Context: an optimization exercise on an open-source flow, tuned for small area. The choices shown serve that exercise and are no tape-out recipe.
Function was checked by simulation only, so behaviour that the tests miss may differ from the original.
No activity file was given, so power comes from the tool's default toggle rates.

==> flow/design.v <==
`timescale 1ns/1ps
package rv_core_pkg;
	typedef enum logic [6:0] {
		opc_lui    = 7'b0110111,
		opc_auipc  = 7'b0010111,
		opc_jal    = 7'b1101111,
		opc_jalr   = 7'b1100111,
		opc_branch = 7'b1100011,
		opc_load   = 7'b0000011,
		opc_store  = 7'b0100011,
		opc_op_imm = 7'b0010011,
		opc_op     = 7'b0110011
	} opcode_e;
	typedef struct packed {
		logic [6:0] funct7;
		logic [4:0] rs2;
		logic [4:0] rs1;
		logic [2:0] funct3;
		logic [4:0] rd;
		opcode_e    opcode;
	} insn_r_t;
	typedef struct packed {
		logic [11:0] imm12;
		logic [4:0]  rs1;
		logic [2:0]  funct3;
		logic [4:0]  rd;
		opcode_e     opcode;
	} insn_i_t;
	typedef union packed {
		insn_r_t r;
		insn_i_t i;
	} insn_u;
	typedef enum logic [2:0] {
		cls_alu, cls_lui, cls_auipc, cls_jump, cls_jumpr, cls_branch, cls_load, cls_store
	} op_class_e;
endpackage
`timescale 1ns/1ps
module rv_decode (
	input  rv_core_pkg::insn_u    insn,
	input  logic                  insn_valid,
	input  logic [32-1:0]   insn_addr,
	input  logic [32-1:0]   rs1_rdata,
	input  logic [32-1:0]   rs2_rdata,
	output logic [5-1:0] rs1_addr,
	output logic [5-1:0] rs2_addr,
	output logic [5-1:0] rd_addr,
	output logic                  rs1_request,
	output logic                  rs2_request,
	output logic                  rd_request,
	output logic                  illegal,
	output rv_core_pkg::op_class_e stage_op_class,
	output logic [2:0]            stage_funct3,
	output logic                  stage_alt,
	output logic                  stage_imm_op,
	output logic [32-1:0]   stage_imm,
	output logic [32-1:0]   stage_rs1_val,
	output logic [32-1:0]   stage_rs2_val,
	output logic [32-1:0]   stage_pc
);
	logic [32-1:0] imm_i;
	logic [32-1:0] imm_s;
	logic [32-1:0] imm_b;
	logic [32-1:0] imm_u;
	logic [32-1:0] imm_j;
	logic [6:0]          funct7;
	logic [2:0]          funct3;
	rv_core_pkg::op_class_e           op_class;
	logic                use_rs1;
	logic                use_rs2;
	logic                use_rd;
	logic                use_imm;
	logic                legal;
	logic                valid_insn;
	assign funct7 = insn.r.funct7;
	assign funct3 = insn.r.funct3;
	assign imm_i = {{20{insn[31]}}, insn.i.imm12};
	assign imm_s = {{20{insn[31]}}, insn[31:25], insn[11:7]};
	assign imm_b = {{20{insn[31]}}, insn[7], insn[30:25], insn[11:8], 1'b0};
	assign imm_u = {insn[31:12], 12'b0};
	assign imm_j = {{12{insn[31]}}, insn[19:12], insn[20], insn[30:21], 1'b0};
	always_comb begin
		op_class = rv_core_pkg::cls_alu;
		use_rs1  = 1'b0;
		use_rs2  = 1'b0;
		use_rd   = 1'b0;
		use_imm  = 1'b0;
		legal    = 1'b0;
		case (insn.r.opcode)
			rv_core_pkg::opc_lui: begin
				op_class = rv_core_pkg::cls_lui;
				use_rd   = 1'b1;
				legal    = 1'b1;
			end
			rv_core_pkg::opc_auipc: begin
				op_class = rv_core_pkg::cls_auipc;
				use_rd   = 1'b1;
				legal    = 1'b1;
			end
			rv_core_pkg::opc_jal: begin
				op_class = rv_core_pkg::cls_jump;
				use_rd   = 1'b1;
				legal    = 1'b1;
			end
			rv_core_pkg::opc_jalr: begin
				op_class = rv_core_pkg::cls_jumpr;
				use_rs1  = 1'b1;
				use_rd   = 1'b1;
				use_imm  = 1'b1;
				legal    = (funct3 == 3'b000);
			end
			rv_core_pkg::opc_branch: begin
				op_class = rv_core_pkg::cls_branch;
				use_rs1  = 1'b1;
				use_rs2  = 1'b1;
				legal    = (funct3[2:1] != 2'b01);  
			end
			rv_core_pkg::opc_load: begin
				op_class = rv_core_pkg::cls_load;
				use_rs1  = 1'b1;
				use_rd   = 1'b1;
				use_imm  = 1'b1;
				legal    = (funct3[1:0] != 2'b11) && (funct3 != 3'b110);
			end
			rv_core_pkg::opc_store: begin
				op_class = rv_core_pkg::cls_store;
				use_rs1  = 1'b1;
				use_rs2  = 1'b1;
				use_imm  = 1'b1;
				legal    = (funct3[2] == 1'b0) && (funct3[1:0] != 2'b11);
			end
			rv_core_pkg::opc_op_imm: begin
				use_rs1 = 1'b1;
				use_rd  = 1'b1;
				use_imm = 1'b1;
				case (funct3)
					3'b001:  legal = (funct7 == 7'b0000000);  
					3'b101:  legal = (funct7 == 7'b0000000) || (funct7 == 7'b0100000);
					default: legal = 1'b1;
				endcase
			end
			rv_core_pkg::opc_op: begin
				use_rs1 = 1'b1;
				use_rs2 = 1'b1;
				use_rd  = 1'b1;
				legal   = (funct7 == 7'b0000000) ||
					((funct7 == 7'b0100000) && ((funct3 == 3'b000) || (funct3 == 3'b101)));
			end
			default: legal = 1'b0;
		endcase
	end
	assign illegal    = !legal;
	assign valid_insn = insn_valid && legal;
	assign rs1_addr = use_rs1 ? insn.r.rs1 : '0;
	assign rs2_addr = use_rs2 ? insn.r.rs2 : '0;
	assign rd_addr  = use_rd ? insn.r.rd : '0;
	assign rs1_request = valid_insn && (rs1_addr != '0);
	assign rs2_request = valid_insn && (rs2_addr != '0);
	assign rd_request  = valid_insn && (rd_addr != '0);
	assign stage_op_class = valid_insn ? op_class : rv_core_pkg::cls_alu;
	assign stage_funct3   = funct3;
	assign stage_alt      = funct7[5] && ((insn.r.opcode == rv_core_pkg::opc_op) || (funct3 == 3'b101));
	assign stage_imm_op   = use_imm;
	assign stage_imm      = (op_class == rv_core_pkg::cls_lui || op_class == rv_core_pkg::cls_auipc) ? imm_u :
		(op_class == rv_core_pkg::cls_jump)   ? imm_j :
		(op_class == rv_core_pkg::cls_branch) ? imm_b :
		(op_class == rv_core_pkg::cls_store)  ? imm_s : imm_i;
	assign stage_rs1_val  = (rs1_addr == '0) ? '0 : rs1_rdata;
	assign stage_rs2_val  = (rs2_addr == '0) ? '0 : rs2_rdata;
	assign stage_pc       = insn_addr;
endmodule
`timescale 1ns/1ps
module rv_execute (
	input  rv_core_pkg::op_class_e stage_op_class,
	input  logic [2:0]          stage_funct3,
	input  logic                stage_alt,
	input  logic                stage_imm_op,
	input  logic [32-1:0] stage_imm,
	input  logic [32-1:0] stage_rs1_val,
	input  logic [32-1:0] stage_rs2_val,
	input  logic [32-1:0] stage_pc,
	output logic [32-1:0] alu_res,
	output logic [32-1:0] pc_next
);
	logic [32-1:0] opb;
	logic [32-1:0] sum;
	logic [32-1:0] diff;
	logic [32-1:0] alu_val;
	logic [32-1:0] pc_plus4;
	logic [32-1:0] pc_target;
	logic [4:0]          shamt;
	logic                lt;
	logic                ltu;
	logic                eq;
	logic                cmp;
	logic                taken;
	assign opb   = stage_imm_op ? stage_imm : stage_rs2_val;
	assign shamt = opb[4:0];
	assign sum  = stage_rs1_val + opb;  
	assign diff = stage_rs1_val - opb;
	assign eq   = (stage_rs1_val == opb);
	assign lt   = ($signed(stage_rs1_val) < $signed(opb));
	assign ltu  = (stage_rs1_val < opb);
	always_comb begin
		case (stage_funct3)
			3'b000:  alu_val = stage_alt ? diff : sum;
			3'b001:  alu_val = stage_rs1_val << shamt;
			3'b010:  alu_val = {{(32-1){1'b0}}, lt};
			3'b011:  alu_val = {{(32-1){1'b0}}, ltu};
			3'b100:  alu_val = stage_rs1_val ^ opb;
			3'b101:  alu_val = stage_alt ? $unsigned($signed(stage_rs1_val) >>> shamt) :
				stage_rs1_val >> shamt;
			3'b110:  alu_val = stage_rs1_val | opb;
			default: alu_val = stage_rs1_val & opb;
		endcase
	end
	assign pc_plus4  = stage_pc + 32'd4;
	assign pc_target = stage_pc + stage_imm;
	always_comb begin
		case (stage_funct3[2:1])
			2'b00:   cmp = eq;
			2'b10:   cmp = lt;
			2'b11:   cmp = ltu;
			default: cmp = 1'b0;
		endcase
	end
	assign taken = cmp ^ stage_funct3[0];
	always_comb begin
		case (stage_op_class)
			rv_core_pkg::cls_alu:   alu_res = alu_val;
			rv_core_pkg::cls_lui:   alu_res = stage_imm;
			rv_core_pkg::cls_auipc: alu_res = pc_target;
			rv_core_pkg::cls_jump:  alu_res = pc_plus4;  
			rv_core_pkg::cls_jumpr: alu_res = pc_plus4;
			default:   alu_res = sum;
		endcase
	end
	always_comb begin
		case (stage_op_class)
			rv_core_pkg::cls_jump:   pc_next = pc_target & 32'hFFFF_FFFE;
			rv_core_pkg::cls_jumpr:  pc_next = sum & 32'hFFFF_FFFE;
			rv_core_pkg::cls_branch: pc_next = taken ? (pc_target & 32'hFFFF_FFFE) : pc_plus4;
			default:    pc_next = pc_plus4;
		endcase
	end
endmodule
`timescale 1ns/1ps
module rv_mem_stage (
	input  rv_core_pkg::op_class_e  stage_op_class,
	input  logic [2:0]              stage_funct3,
	input  logic [32-1:0]     stage_rs2_val,
	input  logic [32-1:0]     alu_res,
	input  logic [32-1:0]     mem_rdata,
	output logic                    mem_valid,
	output logic [32-1:0]     mem_addr,
	output logic [32-1:0]     mem_wdata,
	output logic [32/8-1:0]   mem_wstrb,
	output logic [32/8-1:0]   mem_rmask,
	output logic [32-1:0]     rd_wdata
);
	logic                  is_load;
	logic                  is_store;
	logic [32/8-1:0] size_mask;
	logic [32-1:0]   load_ext;
	assign is_load  = (stage_op_class == rv_core_pkg::cls_load);
	assign is_store = (stage_op_class == rv_core_pkg::cls_store);
	always_comb begin
		case (stage_funct3[1:0])
			2'b00:   size_mask = 4'b0001;
			2'b01:   size_mask = 4'b0011;
			2'b10:   size_mask = 4'b1111;
			default: size_mask = 4'b0000;
		endcase
	end
	assign mem_valid = is_load || is_store;
	assign mem_addr  = mem_valid ? alu_res : '0;
	assign mem_wdata = is_store ? stage_rs2_val : '0;
	assign mem_wstrb = is_store ? size_mask : '0;
	assign mem_rmask = is_load ? size_mask : '0;
	always_comb begin
		case (stage_funct3)
			3'b000:  load_ext = {{24{mem_rdata[7]}}, mem_rdata[7:0]};
			3'b001:  load_ext = {{16{mem_rdata[15]}}, mem_rdata[15:0]};
			3'b100:  load_ext = {24'b0, mem_rdata[7:0]};
			3'b101:  load_ext = {16'b0, mem_rdata[15:0]};
			default: load_ext = mem_rdata;
		endcase
	end
	assign rd_wdata = is_load ? load_ext : alu_res;
endmodule
`timescale 1ns/1ps
module rv_comb_core (
	input  logic                  clk,
	input  logic                  arst_n,
	output logic [32-1:0]   insn_addr,
	input  logic [32-1:0]   insn,
	input  logic                  insn_valid,
	output logic                  insn_complete,
	output logic                  trap,
	output logic [5-1:0] rs1_addr,
	output logic [5-1:0] rs2_addr,
	output logic [5-1:0] rd_addr,
	output logic                  rs1_request,
	output logic                  rs2_request,
	output logic                  rd_request,
	input  logic [32-1:0]   rs1_rdata,
	input  logic [32-1:0]   rs2_rdata,
	output logic [32-1:0]   rd_wdata,
	input  logic                  rs1_ready,
	input  logic                  rs2_ready,
	input  logic                  rd_ready,
	output logic                  mem_valid,
	input  logic                  mem_ready,
	output logic [32-1:0]   mem_addr,
	output logic [32-1:0]   mem_wdata,
	output logic [32/8-1:0] mem_wstrb,
	output logic [32/8-1:0] mem_rmask,
	input  logic [32-1:0]   mem_rdata
);
	logic [32-1:0] pc;
	logic [32-1:0] pc_next;
	logic [32-1:0] alu_res;
	logic                illegal;
	rv_core_pkg::op_class_e stage_op_class;
	logic [2:0]             stage_funct3;
	logic                   stage_alt;
	logic                   stage_imm_op;
	logic [32-1:0]    stage_imm;
	logic [32-1:0]    stage_rs1_val;
	logic [32-1:0]    stage_rs2_val;
	logic [32-1:0]    stage_pc;
	rv_decode u_decode (
		.insn        (insn),
		.insn_valid  (insn_valid),
		.insn_addr   (pc),
		.rs1_rdata   (rs1_rdata),
		.rs2_rdata   (rs2_rdata),
		.rs1_addr    (rs1_addr),
		.rs2_addr    (rs2_addr),
		.rd_addr     (rd_addr),
		.rs1_request (rs1_request),
		.rs2_request (rs2_request),
		.rd_request  (rd_request),
		.illegal     (illegal),
		.stage_op_class (stage_op_class),
		.stage_funct3   (stage_funct3),
		.stage_alt      (stage_alt),
		.stage_imm_op   (stage_imm_op),
		.stage_imm      (stage_imm),
		.stage_rs1_val  (stage_rs1_val),
		.stage_rs2_val  (stage_rs2_val),
		.stage_pc       (stage_pc)
	);
	rv_execute u_execute (
		.stage_op_class (stage_op_class),
		.stage_funct3   (stage_funct3),
		.stage_alt      (stage_alt),
		.stage_imm_op   (stage_imm_op),
		.stage_imm      (stage_imm),
		.stage_rs1_val  (stage_rs1_val),
		.stage_rs2_val  (stage_rs2_val),
		.stage_pc       (stage_pc),
		.alu_res (alu_res),
		.pc_next (pc_next)
	);
	rv_mem_stage u_mem_stage (
		.stage_op_class (stage_op_class),
		.stage_funct3   (stage_funct3),
		.stage_rs2_val  (stage_rs2_val),
		.alu_res   (alu_res),
		.mem_rdata (mem_rdata),
		.mem_valid (mem_valid),
		.mem_addr  (mem_addr),
		.mem_wdata (mem_wdata),
		.mem_wstrb (mem_wstrb),
		.mem_rmask (mem_rmask),
		.rd_wdata  (rd_wdata)
	);
	assign insn_complete = insn_valid &&
		(!rs1_request || rs1_ready) && (!rs2_request || rs2_ready) &&
		(!rd_request || rd_ready) && (!mem_valid || mem_ready);
	assign trap = insn_valid && illegal;
	always_ff @(posedge clk or negedge arst_n) begin
		if (!arst_n) begin
			pc <= 32'h0000_0000;
		end else if (insn_complete && !trap) begin
			pc <= pc_next;  
		end
	end
	assign insn_addr = pc;
endmodule
==> flow/run.sh <==
#!/bin/bash
# synth_recipe.tcl (not shown) runs the flow's synth.tcl, then flattens the netlist and writes it again
# the make line also repeats each setting of config.mk as NAME=value (left out here)
make -C /OpenROAD-flow-scripts/flow DESIGN_CONFIG=/design/flow/config.mk WORK_HOME=/design/flow/orfs CLKGATE_MAP_FILE= SYNTH_SCRIPT=/design/flow/synth_recipe.tcl finish
==> flow/config.mk <==
export PLATFORM = sky130hd
export DESIGN_NAME = rv_comb_core
export DESIGN_NICKNAME = rv_comb_core
export VERILOG_FILES = /design/flow/design.v
export SDC_FILE = /design/flow/constraint.sdc
export NUM_CORES = 4
export LEC_CHECK = 0
export CAP_MARGIN = 20
export CORE_MARGIN = 2
export CORE_UTILIZATION = 40
export SETUP_SLACK_MARGIN = 0.2
export SLEW_MARGIN = 20
==> flow/constraint.sdc <==
create_clock -name core_clock -period 13.0 [get_ports {clk}]
set_input_delay 2.6000 -clock core_clock [delete_from_list [all_inputs] [get_ports {clk}]]
set_output_delay 2.6000 -clock core_clock [all_outputs]
set_load 0.01 [all_outputs]
==> notes.md <==
-- logic make-up after synthesis --
| logic type | after synthesis | synth area share, % |
|---|---|---|
| AO/OA/AOI/OAI | 910 | 37.18 |
| XOR/XNOR | 110 | 5.773 |
| adder cells (fa/ha/maj) | 136 | 10.33 |
| buffers and inverters | 337 | 8.735 |
| flip-flops | 31 | 4.649 |
| multiplexers | 102 | 6.636 |
| other | 1 | 0.02247 |
| AND/OR/NAND/NOR | 920 | 26.67 |
-- power by group through the flow --
stage | logic, mW | clock network, mW | registers [mW]
after CTS | 0.666 | 0.148 | 0.148
after global routing | 0.726 | 0.151 | 0.153
after global placement | 0.658 | 0 | 0.150
final | 0.692 | 0.149 | 0.150
after floorplan | 0.385 | 0 | 0.146
after detailed placement | 0.661 | 0 | 0.150
-- layer usage --
metal	up-vias	global-route usage, %	wire length [um]
met3	348	9.570	12240
met1	10660	58.79	39560
met2	1823	65.87	41090
met5	-	0	11
li1	9789	-	-
met4	2	24.16	6761
-- path summary, 6_finish.rpt --
check,start,to,slack (ps)
worst max-delay path,insn[2],mem_addr[27],690
worst min-delay path,pc[31],pc[31],620
worst max register to register,pc[5],pc[27],8580
worst min register to register,pc[31],pc[31],620
max in group asynchronous,arst_n,pc[28],9900
min in group asynchronous,arst_n,pc[2],2730
-- cells in the mapped netlist (all sizes together) (14+ instances only) --
library cell | instances | area (um2)
buf | 79 | 480.5
or3 | 15 | 93.84
o21ai | 171 | 855.8
nor2b | 27 | 168.9
xor2 | 27 | 236.5
dfrtp | 31 | 775.7
mux2 | 16 | 180.2
inv | 132 | 503.0
or2 | 17 | 108.9
a31oi | 33 | 212.7
a221oi | 31 | 277.8
and3 | 69 | 431.7
a211o | 15 | 131.4
xnor2 | 83 | 727.0
nand2 | 243 | 914.6
o221ai | 36 | 321.6
o21bai | 14 | 105.1
mux2i | 83 | 859.6
clkbuf | 126 | 474.2
nand2b | 21 | 131.4
a21o | 44 | 330.3
nor2 | 252 | 972.2
nor3 | 78 | 401.6
o2111ai | 25 | 219.0
o211ai | 46 | 345.3
a211oi | 69 | 523.0
nor4 | 20 | 125.1
o22ai | 34 | 212.7
and2 | 42 | 262.8
o31ai | 21 | 167.7
ha | 133 | 1664
a21oi | 222 | 1134
nand4 | 27 | 168.9
nand3 | 75 | 380.4
-- metrics by stage --
| step | hold slack, ps | total power, mW | util, % | setup slack (ps) | instance area, um2 |
|---|---|---|---|---|---|
| 2_1_floorplan | 599.6 | 0.5308 | - | 3055 | 16690 |
| 3_3_place_gp | 611.5 | 0.8075 | 48.25 | 1082 | 19790 |
| 3_5_place_dp | 608.9 | 0.8112 | 48.25 | 1084 | 19790 |
| 4_1_cts | 620.2 | 0.9622 | 48.68 | 1067 | 19970 |
| 5_1_grt | 662.5 | 1.030 | 48.68 | 593.0 | 19970 |
| 6_report | 622.9 | 0.9914 | 48.68 | 686.4 | 19970 |
-- area by class of cell --
type	count	area (um2)
Clock buffer	6	138.9
Clock inverter	2	35.03
Fill cell	4321	21050
Inverter	132	503.0
Multi-Input combinational cell	2180	14510
Sequential cell	31	775.7
Tap cell	532	665.6
Timing Repair Buffer	348	3338
-- layout by cell type, fill, tap and decap left out, types with 16 or more instances in the layout --
master,n
and2_1,42
a211oi_1,68
buf_4,58
inv_1,127
o21ai_0,160
o31ai_1,19
mux2i_1,80
dfrtp_1,31
clkdlybuf4s50_1,290
nor2_1,247
a21o_1,44
nand4_1,27
a221oi_1,30
o221ai_1,35
xnor2_1,83
a21oi_1,214
and3_1,69
mux2_2,16
o211ai_1,46
nand2_1,242
nand3_1,74
nor3_1,76
ha_1,133
xor2_1,27
o2111ai_1,25
nor2b_1,27
o22ai_1,34
a31oi_1,32
nor4_1,19
nand2b_1,21
-- worst min-delay path: stages, from the launching register on --
cell and delay (ps):
dfrtp_1 430, nor2_1 120, a31oi_1 40
==> impl_results.md <==
- Top Ports: 292
- Largest net degree at the start of global routing: 58
- Peak supply drop: 0.06271 mV
- Hold/Removal Path Class: register to register
- Max_slew headroom: 11.67%
- CP top delay family: compound AO/OA/AOI/OAI gates
- Asr flop ratio synth: 100.0%
- Final setup fails: 0
- Switching power: 508.1 uW
- Crit. End Element: output pin
- Sw Ratio: 51.25%
- Number of diodes: 0
- Rows: 74
- Post-synth EDFFs: 0
- Vias in the first global route: 20820
- Worst Hold Path Cells: 2
- Clk latency of the worst-skew pair: 300 ps
- Reg power frac: 15.2%
- Layout Skew: 4.391 ps
- Critical path launch point type: input port
- Comb pwr share: 69.8%
- Final WL: 99.66 mm
- Regs by FF count: pc: 31 flops
- DIE HEIGHT: 208.3 um
- Worst Max-Slew Pin Slew: 1314 ps
- Clk pin slew, worst setup/hold paths: 60 ps
- Syn avg cell area: 6.552 um2
- Syn. warnings: 4
- Core area: 0.04102 mm2
- Post-CTS sizing: 0
- CTS root buffer: clkbuf_16
- CP Cell Sequence: clkdlybuf4s50_1, and4bb_1, nand3_1, nor2_4, nand2_1, o21ai_0, ha_1, nand2_1, inv_1, a221o_1, a311o_1, nor2_1, nand3_1, a311o_1, a211o_1, a31oi_1, o22a_1, and2_1, clkdlybuf4s50_1
- Critical path data arrival time: 9710 ps
- Non-Filler Instances: 3231
- Hold Fails Final Rpt: 0
- DR DRC count: 0
- Sequential element share of the synthesized area: 4.649%
- Crit path kind: input port to output pin
- Cts hold-fix bufs: 0
- Layout Nets: 2969
- Initial core utilization: 40.68%
- RSZ-0062 raised after global routing: false
- Tcrit/Tclk final: 94.72%
- Run status: complete, no violations
- Crit path depth: 19
- Synthesized flop and latch total: 31
- Die area: 0.04337 mm2
- Via density: 7.002
- Highest-delay cell along the critical path: and4bb_1
- TritonCTS clock tree: done
- Final Critical Period: 12310 ps
- DR iter-0 viols: 3499
- Post-CTS setup buffers: 0
- Post-DP HPWL: 79.19 mm
- Clock network fraction of design power: 15.0%
- Area of the mapped netlist: 0.01669 mm2
- H-tree Lvls: 2
- GRT Residual Overflow: 0
- Vias post-DR: 22620
- Gr usage total: 44.10%
- Dpl cells: 3223
- CP bufs+invs: 3
- Fmax: 81.21 MHz
- Distinct cells, synth: 110
- Area Growth Syn to Fin: 19.65%
- Most flops, register: pc
- Clock buffer depth: 2
- Static leakage: 7.681 nW
- R2R cell count: 11
- CP peak stage delay: 710 ps
- Setup TNS: 0 ps
- Clock Sinks: 31
- Die Width: 208.3 um
- CP Max Fanout: 25
- I/O Buffers: 290
- Share of cells above drive strength 1: 5.632%
- Fin. max-slew vios: 0
- Max_cap viols: 0
- Max reg flops: 31
- Wirelength per Cell: 30.84 um
- TritonCTS buffer count: 5
- Mapped Cells: 2547
- Req. time, crit path: 10400 ps
- Post-route ant nets: 0
- Initial antenna violation count: 2
- First-pass DRT Iterations: 8
- Ys flop type: dfrtp_1
- Routability cong.: 1.085
- PD cells: 49.65 mW/mm2
- Power Internal: 483.3 uW
- First-pass GRT wire length: 144.8 mm

afterwards: timing with drivers on the ports:
The results above use ideal ports. As a check the final layout listed here was re-extracted and re-timed, cells and wires unchanged. Step 1 assumes that a clkbuf_16 drives the clock port and a buf_2 every other input. Step 2 adds t to the input delays and takes it off the output delays; t is the mean of the earliest and latest rising clock arrival at the registers after step 1. Input paths then give back, and output paths get back, about the clock's delay inside the block. Slacks: ideal / step 1 / step 2; pairs: ideal / step 1.
shift t [ns]: 0.338
setup WS [ns]: 0.686 / 0.659 / 0.659
worst data-port slew with drivers (ns): 0.06
After both steps setup and hold are still met in this run. The setup slack of this run moves by -0.027 ns with the drivers and by -0.027 ns with both steps.
